This is an optimization exercise on Yosys and OpenROAD, whose aim is small area and a short achievable clock period, not a production implementation.
In this exercise RTL edits were held to simulation tests only and were not proved equivalent to the original.
No activity file was given, so power comes from the tool's default toggle rates.

File: run.sh
#!/bin/bash
# synth_recipe.tcl (not shown) runs the flow's synth.tcl, then flattens the netlist and writes it again
# the make line also repeats each setting of config.mk as NAME=value (left out here)
make -C /OpenROAD-flow-scripts/flow DESIGN_CONFIG=/design/flow/config.mk WORK_HOME=/design/flow/orfs CLKGATE_MAP_FILE= SYNTH_SCRIPT=/design/flow/synth_recipe.tcl finish
File: config.mk
export PLATFORM = sky130hd
export DESIGN_NAME = tia_core
export DESIGN_NICKNAME = tia_core
export VERILOG_FILES = /design/flow/design.v
export SDC_FILE = /design/flow/constraint.sdc
export NUM_CORES = 4
export LEC_CHECK = 0
export CAP_MARGIN = 20
export CORE_MARGIN = 2
export CORE_UTILIZATION = 40
export SLEW_MARGIN = 20
File: constraint.sdc
create_clock -name core_clock -period 6.0 [get_ports {clock}]
set_input_delay 1.2000 -clock core_clock [delete_from_list [all_inputs] [get_ports {clock}]]
set_output_delay 1.2000 -clock core_clock [all_outputs]
set_load 0.01 [all_outputs]
File: design.v
`default_nettype none
package tia_pkg;
    localparam int word_width = 16;
    localparam int tag_width = 2;
    localparam int num_in = 2;
    localparam int num_out = 2;
    localparam int num_regs = 4;
    localparam int num_preds = 4;
    localparam int num_slots = 8;
    localparam int slot_index_width = 3;
    localparam int reg_index_width = 2;
    localparam int chan_depth = 4;
    localparam int wb_addr_width = 5;
    localparam int wb_data_width = 32;
    localparam int addr_instr_base = 0;
    localparam int addr_reg_base = 16;
    localparam int addr_status = 20;
    typedef enum logic [3:0] {
        op_nop = 4'd0,
        op_mov = 4'd1,
        op_add = 4'd2,
        op_sub = 4'd3,
        op_and = 4'd4,
        op_or = 4'd5,
        op_xor = 4'd6,
        op_eq = 4'd7,
        op_lt = 4'd8,
        op_halt = 4'd9
    } op_t;
    typedef enum logic [1:0] {
        src_imm = 2'd0,
        src_reg = 2'd1,
        src_chan = 2'd2
    } src_t;
    typedef enum logic [1:0] {
        dst_none = 2'd0,
        dst_reg = 2'd1,
        dst_out = 2'd2,
        dst_pred = 2'd3
    } dst_t;
    typedef struct packed {
        logic [tag_width-1:0] tag;
        logic [word_width-1:0] data;
    } packet_t;
    typedef struct packed {
        logic vi;
        logic [num_preds-1:0] ptm;
        logic [num_preds-1:0] pfm;
        logic [num_in-1:0] icr;
        logic [num_in-1:0] ictm;
        logic [tag_width-1:0] ict;
        op_t op;
        src_t st0;
        logic [reg_index_width-1:0] si0;
        src_t st1;
        logic [reg_index_width-1:0] si1;
        dst_t dt;
        logic [reg_index_width-1:0] di;
        logic [tag_width-1:0] oct;
        logic [num_in-1:0] icd;
        logic [num_preds-1:0] pus;
        logic [num_preds-1:0] puc;
        logic [word_width-1:0] imm;
        logic [4:0] pad;
    } instr_t;
endpackage
`default_nettype wire
`default_nettype none
module channel_fifo
#(
    parameter int depth = tia_pkg::chan_depth
) (
    input wire logic clock,
    input wire logic rst,
    input wire logic push,
    input wire logic [tia_pkg::tag_width+tia_pkg::word_width-1:0] push_packet,
    input wire logic pop,
    output logic [tia_pkg::tag_width+tia_pkg::word_width-1:0] head,
    output logic empty,
    output logic full
);
    localparam int ptr_width = (depth > 1) ? $clog2(depth) : 1;
    localparam int count_width = $clog2(depth + 1);
    logic [depth-1:0][tia_pkg::tag_width+tia_pkg::word_width-1:0] mem;
    logic [ptr_width-1:0] rd_ptr;
    logic [ptr_width-1:0] wr_ptr;
    logic [count_width-1:0] count;
    assign head = mem[rd_ptr];
    assign empty = (count == '0);
    assign full = (count == count_width'(depth));
    always_ff @(posedge clock) begin
        if (push) begin
            mem[wr_ptr] <= push_packet;
        end
    end
    always_ff @(posedge clock) begin
        if (rst) begin
            rd_ptr <= '0;
            wr_ptr <= '0;
            count <= '0;
        end else begin
            if (push) begin
                wr_ptr <= (wr_ptr == ptr_width'(depth - 1)) ? '0 : wr_ptr + 1'b1;
            end
            if (pop) begin
                rd_ptr <= (rd_ptr == ptr_width'(depth - 1)) ? '0 : rd_ptr + 1'b1;
            end
            count <= count + count_width'(push) - count_width'(pop);
        end
    end
endmodule
`default_nettype wire
`default_nettype none
module host_port (
    input wire logic clock,
    input wire logic rst,
    input wire logic wb_cyc,
    input wire logic wb_stb,
    input wire logic wb_we,
    input wire logic [tia_pkg::wb_addr_width-1:0] wb_adr,
    input wire logic [tia_pkg::wb_data_width-1:0] wb_dat_w,
    input wire logic [tia_pkg::num_regs-1:0][tia_pkg::word_width-1:0] regs,
    input wire logic [tia_pkg::num_preds-1:0] preds,
    input wire logic halted,
    output logic [tia_pkg::wb_data_width-1:0] wb_dat_r,
    output logic wb_ack,
    output logic [tia_pkg::num_slots-1:0][63:0] slots
);
    localparam int wb_addr_width = tia_pkg::wb_addr_width;
    localparam int wb_data_width = tia_pkg::wb_data_width;
    localparam int word_width = tia_pkg::word_width;
    localparam int num_slots = tia_pkg::num_slots;
    localparam int slot_index_width = tia_pkg::slot_index_width;
    localparam int reg_index_width = tia_pkg::reg_index_width;
    localparam int addr_instr_base = tia_pkg::addr_instr_base;
    localparam int addr_reg_base = tia_pkg::addr_reg_base;
    localparam int addr_status = tia_pkg::addr_status;
    logic request;
    logic instr_sel;
    logic reg_sel;
    logic [wb_addr_width-1:0] instr_off;
    logic [wb_addr_width-1:0] reg_off;
    logic [slot_index_width-1:0] slot_idx;
    logic [reg_index_width-1:0] reg_idx;
    logic [wb_data_width-1:0] read_word;
    assign request = wb_cyc && wb_stb && !wb_ack;
    assign instr_off = wb_adr - wb_addr_width'(addr_instr_base);
    assign reg_off = wb_adr - wb_addr_width'(addr_reg_base);
    assign instr_sel = (wb_adr < addr_reg_base);
    assign reg_sel = (wb_adr >= addr_reg_base) && (wb_adr < addr_status);
    assign slot_idx = instr_off[slot_index_width:1];
    assign reg_idx = reg_off[reg_index_width-1:0];
    always_comb begin
        read_word = '0;
        if (instr_sel) begin
            read_word = instr_off[0] ? slots[slot_idx][2*wb_data_width-1:wb_data_width]
                                     : slots[slot_idx][wb_data_width-1:0];
        end else if (reg_sel) begin
            read_word = {{(wb_data_width - word_width){1'b0}}, regs[reg_idx]};
        end else if (wb_adr == addr_status) begin
            read_word = {23'd0, halted, 4'd0, preds};
        end
    end
    always_ff @(posedge clock) begin
        if (rst) begin
            wb_ack <= 1'b0;
        end else begin
            wb_ack <= request;
        end
        wb_dat_r <= read_word;
    end
    always_ff @(posedge clock) begin
        if (rst) begin
            for (int i = 0; i < num_slots; i++) begin
                slots[i] <= '0;
            end
        end else if (request && wb_we && instr_sel) begin
            if (instr_off[0]) begin
                slots[slot_idx][2*wb_data_width-1:wb_data_width] <= wb_dat_w;
            end else begin
                slots[slot_idx][wb_data_width-1:0] <= wb_dat_w;
            end
        end
    end
endmodule
`default_nettype wire
`default_nettype none
module trigger_unit (
    input wire logic clock,
    input wire logic rst,
    input wire logic execute,
    input wire logic halted,
    input wire logic [tia_pkg::num_slots-1:0][63:0] slots,
    input wire logic [tia_pkg::num_in-1:0] in_empty,
    input wire logic [tia_pkg::num_in-1:0][tia_pkg::tag_width-1:0] in_head_tags,
    input wire logic [tia_pkg::num_out-1:0] out_full,
    input wire logic [63:0] x_instr_w,
    input wire logic pred_we,
    input wire logic [tia_pkg::reg_index_width-1:0] pred_idx,
    input wire logic pred_val,
    output logic fire,
    output logic [63:0] fire_instr_w,
    output logic [tia_pkg::num_preds-1:0] preds
);
    localparam int num_in = tia_pkg::num_in;
    localparam int num_out = tia_pkg::num_out;
    localparam int num_preds = tia_pkg::num_preds;
    localparam int num_slots = tia_pkg::num_slots;
    localparam int slot_index_width = tia_pkg::slot_index_width;
    logic [num_in-1:0] eff_empty;
    logic [num_out-1:0] eff_full;
    logic hazard;
    logic [num_slots-1:0] qual;
    logic [slot_index_width-1:0] sel_idx;
    logic [num_preds-1:0] preds_next;
    tia_pkg::instr_t cand;
    tia_pkg::instr_t x_instr;
    tia_pkg::instr_t fire_instr;
    assign x_instr = x_instr_w;
    assign fire_instr_w = fire_instr;
    always_comb begin
        eff_empty = in_empty | (x_instr.vi ? x_instr.icd : '0);
        for (int c = 0; c < num_out; c++) begin
            eff_full[c] = out_full[c]
                || (x_instr.vi && x_instr.dt == tia_pkg::dst_out && x_instr.di == c);
        end
    end
    assign hazard = x_instr.vi
        && (x_instr.dt == tia_pkg::dst_pred || x_instr.op == tia_pkg::op_halt);
    always_comb begin
        cand = '0;
        for (int s = 0; s < num_slots; s++) begin
            cand = slots[s];
            qual[s] = cand.vi
                && ((preds & cand.ptm) == cand.ptm)
                && ((preds & cand.pfm) == '0)
                && (((cand.icr | cand.ictm) & eff_empty) == '0);
            for (int c = 0; c < num_in; c++) begin
                if (cand.ictm[c] && in_head_tags[c] != cand.ict) begin
                    qual[s] = 1'b0;
                end
            end
            for (int c = 0; c < num_out; c++) begin
                if (cand.dt == tia_pkg::dst_out && cand.di == c && eff_full[c]) begin
                    qual[s] = 1'b0;
                end
            end
        end
    end
    always_comb begin
        sel_idx = '0;
        for (int s = num_slots - 1; s >= 0; s--) begin
            if (qual[s]) begin
                sel_idx = slot_index_width'(s);
            end
        end
    end
    assign fire = execute && !halted && !hazard && (qual != '0);
    assign fire_instr = fire ? slots[sel_idx] : '0;
    always_comb begin
        preds_next = preds;
        if (pred_we) begin
            preds_next[pred_idx] = pred_val;
        end
        if (fire) begin
            preds_next = (preds_next & ~fire_instr.puc) | fire_instr.pus;
        end
    end
    always_ff @(posedge clock) begin
        if (rst) begin
            preds <= '0;
        end else begin
            preds <= preds_next;
        end
    end
endmodule
`default_nettype wire
`default_nettype none
module integer_alu (
    input wire logic [3:0] op,
    input wire logic [tia_pkg::word_width-1:0] a,
    input wire logic [tia_pkg::word_width-1:0] b,
    output logic [tia_pkg::word_width-1:0] result
);
    localparam int word_width = tia_pkg::word_width;
    always_comb begin
        case (op)
            tia_pkg::op_mov: result = a;
            tia_pkg::op_add: result = a + b;
            tia_pkg::op_sub: result = a - b;
            tia_pkg::op_and: result = a & b;
            tia_pkg::op_or: result = a | b;
            tia_pkg::op_xor: result = a ^ b;
            tia_pkg::op_eq: result = word_width'(a == b);
            tia_pkg::op_lt: result = word_width'(a < b);
            tia_pkg::op_nop: result = '0;
            tia_pkg::op_halt: result = '0;
            default: result = '0;
        endcase
    end
endmodule
`default_nettype wire
`default_nettype none
module execute_stage (
    input wire logic clock,
    input wire logic rst,
    input wire logic fire,
    input wire logic [63:0] fire_instr,
    input wire logic [tia_pkg::num_in-1:0][tia_pkg::tag_width+tia_pkg::word_width-1:0] in_heads,
    output logic [63:0] x_instr_w,
    output logic [tia_pkg::num_in-1:0] pop,
    output logic [tia_pkg::num_out-1:0] push,
    output logic [tia_pkg::tag_width+tia_pkg::word_width-1:0] push_packet,
    output logic pred_we,
    output logic [tia_pkg::reg_index_width-1:0] pred_idx,
    output logic pred_val,
    output logic [tia_pkg::num_regs-1:0][tia_pkg::word_width-1:0] regs,
    output logic halted
);
    localparam int word_width = tia_pkg::word_width;
    localparam int num_in = tia_pkg::num_in;
    localparam int num_out = tia_pkg::num_out;
    localparam int num_regs = tia_pkg::num_regs;
    logic [word_width-1:0] operand_a;
    logic [word_width-1:0] operand_b;
    logic [word_width-1:0] result;
    tia_pkg::packet_t head_a;
    tia_pkg::packet_t head_b;
    tia_pkg::instr_t x_instr;
    assign x_instr_w = x_instr;
    assign head_a = in_heads[x_instr.si0[0]];
    assign head_b = in_heads[x_instr.si1[0]];
    always_ff @(posedge clock) begin
        if (rst) begin
            x_instr <= '0;
        end else begin
            x_instr <= fire ? fire_instr : '0;
        end
    end
    always_comb begin
        case (x_instr.st0)
            tia_pkg::src_imm: operand_a = x_instr.imm;
            tia_pkg::src_reg: operand_a = regs[x_instr.si0];
            tia_pkg::src_chan: operand_a = head_a.data;
            default: operand_a = '0;
        endcase
        case (x_instr.st1)
            tia_pkg::src_imm: operand_b = x_instr.imm;
            tia_pkg::src_reg: operand_b = regs[x_instr.si1];
            tia_pkg::src_chan: operand_b = head_b.data;
            default: operand_b = '0;
        endcase
    end
    integer_alu u_alu (
        .op(x_instr.op),
        .a(operand_a),
        .b(operand_b),
        .result(result)
    );
    always_comb begin
        pred_we = 1'b0;
        push = '0;
        case (x_instr.dt)
            tia_pkg::dst_pred: pred_we = x_instr.vi;
            tia_pkg::dst_out: begin
                for (int c = 0; c < num_out; c++) begin
                    push[c] = x_instr.vi && (x_instr.di == c);
                end
            end
            default: begin
            end
        endcase
    end
    assign pred_idx = x_instr.di;
    assign pred_val = result[0];
    assign push_packet = {x_instr.oct, result};
    assign pop = x_instr.vi ? x_instr.icd : '0;
    always_ff @(posedge clock) begin
        if (rst) begin
            for (int r = 0; r < num_regs; r++) begin
                regs[r] <= '0;
            end
        end else if (x_instr.vi && x_instr.dt == tia_pkg::dst_reg) begin
            regs[x_instr.di] <= result;
        end
    end
    always_ff @(posedge clock) begin
        if (rst) begin
            halted <= 1'b0;
        end else if (x_instr.vi && x_instr.op == tia_pkg::op_halt) begin
            halted <= 1'b1;
        end
    end
endmodule
`default_nettype wire
`default_nettype none
module tia_core (
    input wire logic clock,
    input wire logic rst,
    input wire logic execute,
    output logic halted,
    output logic channels_quiescent,
    input wire logic wb_cyc,
    input wire logic wb_stb,
    input wire logic wb_we,
    input wire logic [4:0] wb_adr,
    input wire logic [31:0] wb_dat_w,
    output logic [31:0] wb_dat_r,
    output logic wb_ack,
    input wire logic [1:0] in_valid,
    output logic [1:0] in_ready,
    input wire logic [3:0] in_tag,
    input wire logic [31:0] in_data,
    output logic [1:0] out_valid,
    input wire logic [1:0] out_ready,
    output logic [3:0] out_tag,
    output logic [31:0] out_data
);
    localparam int num_in = tia_pkg::num_in;
    localparam int num_out = tia_pkg::num_out;
    localparam int tag_width = tia_pkg::tag_width;
    localparam int word_width = tia_pkg::word_width;
    logic [tia_pkg::num_slots-1:0][63:0] slots;
    logic [63:0] fire_instr;
    logic [63:0] x_instr;
    logic fire;
    logic [tia_pkg::num_preds-1:0] preds;
    logic pred_we;
    logic [tia_pkg::reg_index_width-1:0] pred_idx;
    logic pred_val;
    logic [tia_pkg::num_regs-1:0][word_width-1:0] regs;
    logic [num_in-1:0][tag_width+word_width-1:0] in_heads;
    logic [num_in-1:0][tag_width-1:0] in_head_tags;
    logic [num_in-1:0] in_empty;
    logic [num_in-1:0] in_full;
    logic [num_in-1:0] pop;
    logic [num_out-1:0][tag_width+word_width-1:0] out_heads;
    logic [num_out-1:0] out_empty;
    logic [num_out-1:0] out_full;
    logic [num_out-1:0] push;
    logic [tag_width+word_width-1:0] push_packet;
    for (genvar c = 0; c < num_in; c++) begin : g_in
        channel_fifo u_fifo (
            .clock(clock), .rst(rst),
            .push(in_valid[c] && !in_full[c]),
            .push_packet({in_tag[c*tag_width +: tag_width], in_data[c*word_width +: word_width]}),
            .pop(pop[c]), .head(in_heads[c]), .empty(in_empty[c]), .full(in_full[c])
        );
        assign in_ready[c] = !in_full[c];
        assign in_head_tags[c] = in_heads[c][tag_width+word_width-1:word_width];
    end
    for (genvar c = 0; c < num_out; c++) begin : g_out
        channel_fifo u_fifo (
            .clock(clock), .rst(rst), .push(push[c]), .push_packet(push_packet),
            .pop(out_ready[c] && !out_empty[c]),
            .head(out_heads[c]), .empty(out_empty[c]), .full(out_full[c])
        );
        assign out_valid[c] = !out_empty[c];
        assign out_tag[c*tag_width +: tag_width] = out_heads[c][tag_width+word_width-1:word_width];
        assign out_data[c*word_width +: word_width] = out_heads[c][word_width-1:0];
    end
    host_port u_host (
        .clock(clock), .rst(rst), .wb_cyc(wb_cyc), .wb_stb(wb_stb), .wb_we(wb_we),
        .wb_adr(wb_adr), .wb_dat_w(wb_dat_w), .regs(regs), .preds(preds), .halted(halted),
        .wb_dat_r(wb_dat_r), .wb_ack(wb_ack), .slots(slots)
    );
    trigger_unit u_trigger (
        .clock(clock), .rst(rst), .execute(execute), .halted(halted), .slots(slots),
        .in_empty(in_empty), .in_head_tags(in_head_tags), .out_full(out_full),
        .x_instr_w(x_instr), .pred_we(pred_we), .pred_idx(pred_idx), .pred_val(pred_val),
        .fire(fire), .fire_instr_w(fire_instr), .preds(preds)
    );
    execute_stage u_execute (
        .clock(clock), .rst(rst), .fire(fire), .fire_instr(fire_instr), .in_heads(in_heads),
        .x_instr_w(x_instr), .pop(pop), .push(push), .push_packet(push_packet),
        .pred_we(pred_we), .pred_idx(pred_idx), .pred_val(pred_val), .regs(regs),
        .halted(halted)
    );
    assign channels_quiescent = (&in_empty) && (&out_empty);
endmodule
`default_nettype wire
==> summary.txt <==
* Result of the run: no timing/DRC/antenna violations
* CTS H-Tree Depth at 3
* Area inside the core boundary at roughly 0.13 mm^2
* Worst-case vdd ir drop at 0.216 mV
* Weighted congestion reported at the end of routability-driven placement at 0.997
* Top cells by area in the synthesized netlist: dfxtp_1, edfxtp_1, mux4_2, a22oi_1, nor2_1
* Top-area cell type share of the netlist area at 25.3%
* Post-detailed-route DRC marker count at 0
* Critical Path Max Stage Delay at 0.58 ns
* Pin count of the biggest net entering global routing at 186
* Dominant register cell in the synthesized netlist: dfxtp_1
* Path category of the worst min-delay check: flip-flop to flip-flop
* Hold bufs inserted after CTS at 0
* Ratio of routed vias to standard cells at 6.67
* CTS clock-pin slew for the worst setup and hold paths at 0.06 ns
* Clock tree from TritonCTS: done
* Shortest period the worst path allows at about 5.7 ns
* Number of DRC violations after detailed-routing iteration 0 at 7429
* Clk pwr share at 40.7%
* Instance count after placement with tap cells included at 7034
* Die H at between 300 and 400 um
* Pre-Repair DR Iteration Count at 6
* Relative area change from synthesis to final layout at 12.8%
* Total detailed-routing wirelength at 210000 um
* Clock latency (worst-skew pair) at 0.74 ns
* GRT Overall Usage at 29.7%
* Most common library cell in the layout ignoring fill and taps: nor2_1
* Placement row count at 134
* Part of the total power dissipated in sequential elements at 44.4%
* Synthesized Nets at 5667
* Unrepaired setup endpoints after global routing: no
* Number of fillers in the final layout at 12600
* Clk root buf: clkbuf_16
* Tightest slew margin relative to the limit at 23.2%
* Number of global-route vias before repair at 44500
* Global-route congestion overflow total at 0
* Final-report setup violation count at 0
* Non-Filler Cell Area, Final at 0.0605 mm^2
* Type of the setup path with the least slack: flip-flop to flip-flop
* Sequential Area at 0.0222 mm^2
* Total Power Consumption at 16.6 mW
* CP delay by family, top: compound AO/OA/AOI/OAI gates
* Die W at 370 um
* Logic pwr share at between 10 and 15%
* Switching power total at 4.58 mW
* Combined area of the multi-input logic cells at 0.0287 mm^2
* Dominant cell type by count on the critical path: buf_4
* Commonest cells after routing, fill and taps aside: nor2_1, dfxtp_1, a22oi_1
* Setup TNS Final at 0 ns
* Routed wirelength normalized by instance count at slightly below 30 um
* Crit path max fanout at 8
* Via count at 48200
* Top-level I/O count at 158
* CTS Sinks at a little under 1000
* Initial cell density of the core at 40.3%
* Count of distinct cell types in the synthesized netlist at approximately 100
* Synthesis warning total at 5
* Net switching share of the total power at 27.5%
* Cell accounting for the most synthesized area: dfxtp_1
* Fmax at approximately 170 MHz
* Max Cap Violations at 0
* Mean post-synth cell area at 9.78 um^2
* Number of enable-type register cells in the synthesized netlist at between 200 and 300
* Portion of the post-synthesis area used by sequential elements at 41.4%
* Power per cell area at 275 mW/mm^2
* Cell area after synthesis at 0.0537 mm^2
* Cell Count, Final, Fillers Out at between 7000 and 8000
* Final worst-path cycle share at 95.6%
* Worst-case hold slack at 0.488 ns
* Die Footprint at around 0.14 mm^2
* Global-route wire length before repair at 308000 um
* Power Internal at 12.1 mW
* Maximum buffer depth of the clock tree at 3
* Number of buffers created by CTS at 104
* Worst path required time at 6.43 ns
* Pin slew with the least headroom to its limit at 1.15 ns
* Synth async-reset ratio at 0%
* Leak at 20.6 nW
* Initial antenna violation count at 14
* Cells after synthesis at ~5500
* Post-route clock skew at slightly below 0.04 ns
* # port buffers at about 160
* Fraction of final layout cells with drive strength greater than 1 at 13.6%
* Placement Cell Area at between 0.05 and 0.06 mm^2
* Nets@finish at 5557
* Slowest CP cell: mux4_2
* Number of hold violations in the final report at 0
* Sequence of cells on the critical path: buf_4 -> mux4_2 -> mux2i_1 -> o22a_1 -> ha_1 -> nor2b_1 -> o311ai_0 -> buf_4 -> a211oi_1 -> nor2_1 -> mux2_2 -> a2111oi_2 -> buf_4 -> nand2_1 -> o221ai_2 -> o211ai_1
* Buffers & Inverters on Critical Path at 3
* CP Data Arrival Time at 6.17 ns
* Final Max Slew Viols at 0
* Type of origin of the critical path: flip-flop
* Detailed Place HPWL at 142000 um
* Antenna-violating nets left at 0
* Flip-flop and latch count after synthesis at 967
* Sort of element at the end of the critical path: flip-flop
[worst min-delay path, cell delays in order, from the launching register on]
cell and delay, ns:
dfxtp_1 0.32, a32oi_1 0.06, nor2_1 0.07
[cells in the mapped netlist (62+ instances only)]
cell type / number
mux2i_1: 196
a32oi_1: 165
inv_1: 213
o22ai_1: 156
o21ai_0: 71
nand2_1: 396
mux4_2: 278
a22oi_1: 487
dfxtp_1: 679
clkbuf_1: 431
nor3_1: 62
buf_1: 68
a21oi_1: 117
nor2_1: 748
edfxtp_1: 288
ha_1: 93
nor2b_1: 65
nand3_1: 118
a31oi_1: 62
[cell type report]
type                       count  area share, %
multi-input combinational   3750           47.4
tap                         1768           3.66
timing repair buffer         322           4.91
inverter                     230           1.43
clock buffer                 146           5.01
sequential                   967           36.8
antenna                        4         0.0165
clock inverter                41          0.866
[metal layers]
layer  GRT usage [%]  vias up  part of all wire [%]
met3            5.91      473                    11
met1            43.0    24000                    42
met2            42.6     3177                    42
li1                -    20600                     -
met5               0        -                 0.059
met4            13.2       18                   4.4
[flip-flops by register name, indices dropped and copies added (netlist names)]
register,cells
u_host.slots,512
g_in.u_fifo.mem,144
g_out.u_fifo.mem,144
u_execute.regs,64
u_execute.x_instr,37
u_host.wb_dat_r,32
g_in.u_fifo.count,6
g_out.u_fifo.count,6
g_in.u_fifo.rd_ptr,4
g_in.u_fifo.wr_ptr,4
g_out.u_fifo.rd_ptr,4
g_out.u_fifo.wr_ptr,4
u_trigger.preds,4
u_execute.halted,1
u_host.wb_ack,1
[power groups by stage]
stage	clock [mW]	combinational, mW	sequential [mW]
3_5_place_dp	0	2.45	7.52
6_report	6.77	2.48	7.39
3_3_place_gp	0	2.42	7.52
2_1_floorplan	0	1.64	7.39
4_1_cts	6.84	2.46	7.38
5_1_grt	7.09	2.67	7.42
[what timing repair did]
item / 4_1_cts / 5_1_grt
endpoints found under the hold margin: 0 / 0
gates resized for setup: 0 / 4
setup endpoints to repair: 0 / 30
buffers inserted: 0 / 3
[metrics by stage]
step | worst slack [ns] | util, %
2_1_floorplan | 0.667 | -
3_3_place_gp | 0.191 | 42.7
4_1_cts | 0.114 | 45.4
3_5_place_dp | 0.156 | 42.7
5_1_grt | 0.0501 | 45.4
6_report | 0.261 | 45.4
[cell families (layout without fill, tap and decap cells)]
group | count (synthesis) | in the layout | share of synthesized area (%)
muxes | 509 | 509 | 16.1
adders and majority gates | 99 | 99 | 2.39
xor gates and xnor gates | 43 | 43 | 0.702
AOI/OAI and AO/OA | 1471 | 1471 | 20.4
and+or+nand+nor | 1628 | 1628 | 13.4
buffers and inverters | 768 | 739 | 5.52
other | 0 | 4 | 0
DFF | 967 | 967 | 41.4
[worst paths after layout]
path,start,end,slack (ns),cells after the start
max reg2reg,g_in[1].u_fifo.rd_ptr[0]$_SDFFE_PP0P_,g_out[0].u_fifo.mem[13]$_DFFE_PP_,0.26,16
min reg2reg,u_host.slots[449]$_SDFFE_PP0P_,u_host.slots[449]$_SDFFE_PP0P_,0.49,2
max,g_in[1].u_fifo.rd_ptr[0]$_SDFFE_PP0P_,g_out[0].u_fifo.mem[13]$_DFFE_PP_,0.26,16
min,u_host.slots[449]$_SDFFE_PP0P_,u_host.slots[449]$_SDFFE_PP0P_,0.49,2

[what the ideal ports hide]
How much do the figures lean on ideal ports? The routed layout below was timed once more, with nothing changed but the port constraints. Step 1: set_driving_cell puts a clkbuf_16 on clock and a buf_2 on each other input, an assumption about the parent block. Step 2, shift: input delay + t, output delay - t, t = (earliest + latest rising clock arrival at the registers) / 2. This alone moves slack from input paths to output paths. a / b / c = ideal / step 1 / step 2; a / b = the first two.
t (ns): 0.789
slack for setup (ns): 0.261 / 0.261 / 0.261
worst hold slack (ns): 0.488 / 0.488 / 0.488
cell pins on the clock port's net: 1
After both steps setup and hold are still met in this run. The setup slack of this run moves by 0.000 ns with the drivers and by 0.000 ns with both steps.
